This design comes from an exercise in tuning for small area on the open sky130 flow, not from production work.
The RTL was checked by simulation tests, not by an equivalence proof against the original design.
Power and IR drop assume default switching activity.

==> flow/design.v <==
`default_nettype none
package riscv_pkg;
  localparam int unsigned XLEN     = 32;
  localparam int unsigned NREGS    = 32;
  localparam int unsigned REG_AW   = $clog2(NREGS);
  localparam int unsigned REG_ZERO = 0;
  function automatic logic reg_legal(input int unsigned addr,
                                     input int unsigned nregs,
                                     input logic        zero_reg);
    reg_legal = (addr < nregs) && !(zero_reg && (addr == REG_ZERO));
  endfunction
endpackage
`default_nettype wire
`default_nettype none
module regfile_scoreboard
#(
  parameter int NREGS    = 32,
  parameter int ZERO_REG = 1,
  localparam int AW      = $clog2(NREGS),
  localparam int CW      = AW + 1
) (
  input  logic             wr_en,
  input  logic [AW-1:0]    wr_addr,
  input  logic [NREGS-1:0] wr_sel,
  input  logic             rsv_en,
  input  logic [AW-1:0]    rsv_addr,
  input  logic             flush,
  input  logic [NREGS-1:0] busy,
  input  logic [CW-1:0]    busy_cnt,
  output logic             rsv_ok,
  output logic [NREGS-1:0] busy_nxt,
  output logic [CW-1:0]    busy_cnt_nxt
);
  logic rsv_legal;
  logic wr_hits_rsv;
  logic rsv_free;
  logic set_busy;
  logic cnt_dec;
  always_comb begin
    rsv_legal   = riscv_pkg::reg_legal(32'(rsv_addr), NREGS, ZERO_REG != 0);
    wr_hits_rsv = wr_en && (wr_addr == rsv_addr);
    rsv_free    = !busy[rsv_addr];
    rsv_ok      = rsv_en && !flush && (rsv_free || wr_hits_rsv);
    set_busy    = rsv_ok && rsv_legal;
    cnt_dec     = |(wr_sel & busy);
    for (int r = 0; r < NREGS; r++) begin
      busy_nxt[r] = !flush && ((set_busy && rsv_addr == AW'(r)) ||
                               (busy[r] && !wr_sel[r]));
    end
    busy_cnt_nxt = flush ? '0 : busy_cnt + CW'(set_busy) - CW'(cnt_dec);
  end
endmodule
`default_nettype wire
`default_nettype none
module regfile_sb
#(
  parameter int XLEN     = 32,
  parameter int NREGS    = 32,
  parameter int NRD      = 2,
  parameter int ZERO_REG = 1,
  parameter int BYPASS   = 1,
  localparam int AW      = $clog2(NREGS)
) (
  input  logic                clk,
  input  logic                rst_n,
  input  logic [NRD*AW-1:0]   rd_addr,
  output logic [NRD*XLEN-1:0] rd_data,
  output logic [NRD-1:0]      rd_busy,
  input  logic                wr_en,
  input  logic [AW-1:0]       wr_addr,
  input  logic [XLEN-1:0]     wr_data,
  input  logic                rsv_en,
  input  logic [AW-1:0]       rsv_addr,
  output logic                rsv_ok,
  input  logic                flush,
  output logic [AW:0]         busy_cnt
);
  logic [XLEN-1:0]  regs [NREGS];
  logic [NREGS-1:0] valid;
  logic [NREGS-1:0] busy;
  logic [NREGS-1:0] busy_nxt;
  logic [NREGS-1:0] wr_sel;
  logic [AW:0]      busy_cnt_nxt;
  for (genvar r = 0; r < NREGS; r++) begin : g_wsel
    if (ZERO_REG != 0 && r == 0) begin : g_zero
      assign wr_sel[r] = 1'b0;
    end else begin : g_leg
      assign wr_sel[r] = wr_en && (wr_addr == AW'(r));
    end
  end
  for (genvar r = 0; r < NREGS; r++) begin : g_reg
    if (ZERO_REG != 0 && r == 0) begin : g_zero
      assign regs[r]  = '0;
      assign valid[r] = 1'b0;
      assign busy[r]  = 1'b0;
    end else begin : g_leg
      always_ff @(posedge clk) begin
        if (wr_sel[r]) regs[r] <= wr_data;
      end
      always_ff @(posedge clk or negedge rst_n) begin
        if (!rst_n) begin
          valid[r] <= 1'b0;
          busy[r]  <= 1'b0;
        end else begin
          if (wr_sel[r]) valid[r] <= 1'b1;
          busy[r] <= busy_nxt[r];
        end
      end
    end
  end
  always_ff @(posedge clk or negedge rst_n) begin
    if (!rst_n) busy_cnt <= '0;
    else        busy_cnt <= busy_cnt_nxt;
  end
  regfile_scoreboard #(
    .NREGS    (NREGS),
    .ZERO_REG (ZERO_REG)
  ) u_sb (
    .wr_en        (wr_en),
    .wr_addr      (wr_addr),
    .wr_sel       (wr_sel),
    .rsv_en       (rsv_en),
    .rsv_addr     (rsv_addr),
    .flush        (flush),
    .busy         (busy),
    .busy_cnt     (busy_cnt),
    .rsv_ok       (rsv_ok),
    .busy_nxt     (busy_nxt),
    .busy_cnt_nxt (busy_cnt_nxt)
  );
  logic [XLEN-1:0] wr_data_n;
  assign wr_data_n = ~wr_data;
  for (genvar i = 0; i < NRD; i++) begin : g_rd
    logic [AW-1:0]    addr;
    logic             hit;
    logic [NREGS-1:0] asel;
    logic [NREGS-1:0] sel;
    assign addr = rd_addr[i*AW +: AW];
    assign hit  = (BYPASS != 0) && rst_n && wr_en && (wr_addr == addr) &&
                  riscv_pkg::reg_legal(32'(addr), NREGS, ZERO_REG != 0);
    for (genvar r = 0; r < NREGS; r++) begin : g_sel
      assign asel[r] = (addr == AW'(r));
      assign sel[r]  = asel[r] && valid[r];
    end
    assign rd_busy[i] = !hit && |(asel & busy);
    localparam int R0 = (ZERO_REG != 0) ? 1 : 0;
    localparam int NT = NREGS - R0;
    for (genvar b = 0; b < XLEN; b++) begin : g_bit
      logic [NT-1:0] d;
      for (genvar r = R0; r < NREGS; r++) begin : g_d
        assign d[r - R0] = regs[r][b];
      end
      regfile_rdmux #(.N(NT)) u_mux (
        .sel  (sel[NREGS-1:R0]),
        .d    (d),
        .byp  (hit),
        .bdn  (wr_data_n[b]),
        .q    (rd_data[i*XLEN + b])
      );
    end
  end
endmodule
module regfile_rdmux
#(
  parameter int N = 31,
  localparam int G3 = N / 3,
  localparam int RM = N % 3,
  localparam int G  = G3 + ((RM != 0) ? 1 : 0),
  localparam int K  = (G + 3) / 4
) (
  input  logic [N-1:0] sel,
  input  logic [N-1:0] d,
  input  logic         byp,
  input  logic         bdn,
  output logic         q
);
  logic [G-1:0] qn;
  logic [K-1:0] x;
  for (genvar g = 0; g < G3; g++) begin : g_grp
    regfile_aoi222 u_aoi (
      .s  (sel[3*g +: 3]),
      .d  (d[3*g +: 3]),
      .qn (qn[g])
    );
  end
  if (RM == 2) begin : g_rm2
    regfile_aoi22 u_aoi (
      .s  (sel[3*G3 +: 2]),
      .d  (d[3*G3 +: 2]),
      .qn (qn[G3])
    );
  end else if (RM == 1) begin : g_rm1
    regfile_nand2 u_nand (
      .a  (sel[3*G3]),
      .b  (d[3*G3]),
      .y  (qn[G3])
    );
  end
  for (genvar k = 0; k < K; k++) begin : g_nand
    localparam int W = ((G - 4*k) < 4) ? (G - 4*k) : 4;
    regfile_nandn #(.W(W)) u_nand (
      .a  (qn[4*k +: W]),
      .y  (x[k])
    );
  end
  regfile_rdout #(.K(K)) u_out (
    .x   (x),
    .byp (byp),
    .bdn (bdn),
    .q   (q)
  );
endmodule
module regfile_nandn
#(
  parameter int W = 4
) (
  input  logic [W-1:0] a,
  output logic         y
);
  assign y = ~&a;
endmodule
module regfile_nand2 (
  input  logic a,
  input  logic b,
  output logic y
);
  assign y = ~(a & b);
endmodule
module regfile_rdout
#(
  parameter int K = 3
) (
  input  logic [K-1:0] x,
  input  logic         byp,
  input  logic         bdn,
  output logic         q
);
  assign q = byp ? ~bdn : |x;
endmodule
module regfile_aoi222 (
  input  logic [2:0] s,
  input  logic [2:0] d,
  output logic       qn
);
  assign qn = ~|(s & d);
endmodule
module regfile_aoi22 (
  input  logic [1:0] s,
  input  logic [1:0] d,
  output logic       qn
);
  assign qn = ~|(s & d);
endmodule
`default_nettype wire
Settings: LEC_CHECK=0, CAP_MARGIN=20, CORE_MARGIN=2, CORE_UTILIZATION=40, PLACE_DENSITY=0.7, SLEW_MARGIN=20, SYNTH_HIERARCHICAL=1, SYNTH_MINIMUM_KEEP_SIZE=0; clock period 7.5 ns.
standard.sh (not shown) runs the stock make flow with config.mk's settings and CLKGATE_MAP_FILE= SYNTH_SCRIPT=/design/flow/synth_recipe.tcl, a recipe that flattens the netlist after the stock synthesis.
==> flow/flow/run.sh <==
#!/bin/bash
# The standard layout, with two changes: ports are buffered with the
# smallest buffer, and CTS builds the tree from clkbuf_8 without dummy
# loads, in clusters of up to 16 registers.
set -euo pipefail
bash standard.sh \
  "BUFFER_PORTS_ARGS=-buffer_cell sky130_fd_sc_hd__buf_1" \
  "CTS_ARGS=-sink_clustering_enable -repair_clock_nets -dont_use_dummy_load -sink_clustering_size 16 -sink_clustering_max_diameter 70 -buf_list sky130_fd_sc_hd__clkbuf_8" \
  finish > make_finish.log 2>&1
==> next run, changes <==
PLACE_DENSITY = 0.8   (was 0.7)
Clock-buffer cell count increases by 1.
Design area increases slightly.
Sequential power hardly moves.
Register-to-register slack barely changes.
Total power stays flat.
Routed wire length decreases by a few percent.
Synthesized area is unchanged.
Clock skew increases by 0.0096 ns.
Clock power barely changes.
==> next run, changes <==
==> flow/flow/run.sh (replaced) <==
#!/bin/bash
# The standard layout, with two changes: ports are buffered with the
# smallest buffer, and CTS builds the tree from clkbuf_8 without dummy
# loads, in clusters of up to 16 registers.
set -euo pipefail
bash standard.sh \
  "BUFFER_PORTS_ARGS=-buffer_cell sky130_fd_sc_hd__buf_1" \
  "CTS_ARGS=-sink_clustering_enable -repair_clock_nets -dont_use_dummy_load -sink_clustering_size 16 -sink_clustering_max_diameter 50 -buf_list sky130_fd_sc_hd__clkbuf_8" \
  finish > make_finish.log 2>&1
PLACE_DENSITY = default   (was 0.8)
Result: Wire length rose by 8.8%. Worst hold slack got worse by 0.0053 ns. Sequential power stays flat. Via count fell by 1.6%. Synthesized cell count stays the same. Utilization rose by 0.13 points. Setup slack improved by 0.010 ns. Combinational power rose by about 1%. Total power rose by 2.8%.
==> next run, changes <==
==> flow/flow/run.sh (replaced) <==
#!/bin/bash
# The standard layout, with two changes: ports are buffered with the
# smallest buffer, and CTS builds the tree from clkbuf_8 without dummy
# loads, in clusters of up to 16 registers.
set -euo pipefail
bash standard.sh \
  "BUFFER_PORTS_ARGS=-buffer_cell sky130_fd_sc_hd__buf_1" \
  "CTS_ARGS=-sink_clustering_enable -repair_clock_nets -dont_use_dummy_load -sink_clustering_size 16 -sink_clustering_max_diameter 70 -buf_list sky130_fd_sc_hd__clkbuf_8" \
  finish > make_finish.log 2>&1
=>
- The changed run completed without violations
- combinational power shrinks by about 0.5%
- die area does not change
- non-clock buffer count stays the same

[what the ideal ports hide]
No port has a modelled driver above. Below, the same layouts with a new extraction and two added sets of constraints. Step 1 sets driving cells, clkbuf_16 on the clock port and buf_2 on the other inputs (assumed; they add their load-dependent delay and slew). Step 2 also shifts input and output timing later by t, the mid clock arrival at the registers, as if the neighbouring blocks saw the same clock. Slacks: ideal ports / drivers / drivers and shift; pairs: ideal ports / drivers.
run	t, ns	slack for setup (ns)	latest minus earliest clock arrival (ns)
the first run	0.766	0.620 / 0.595 / 0.595	0.117 / 0.116
the second run	0.777	0.746 / 0.720 / 0.720	0.118 / 0.117
the third run	0.787	0.756 / 0.730 / 0.730	0.109 / 0.110
the fourth run	0.765	0.795 / 0.769 / 0.769	0.134 / 0.134
After both steps setup and hold are still met in every run listed.
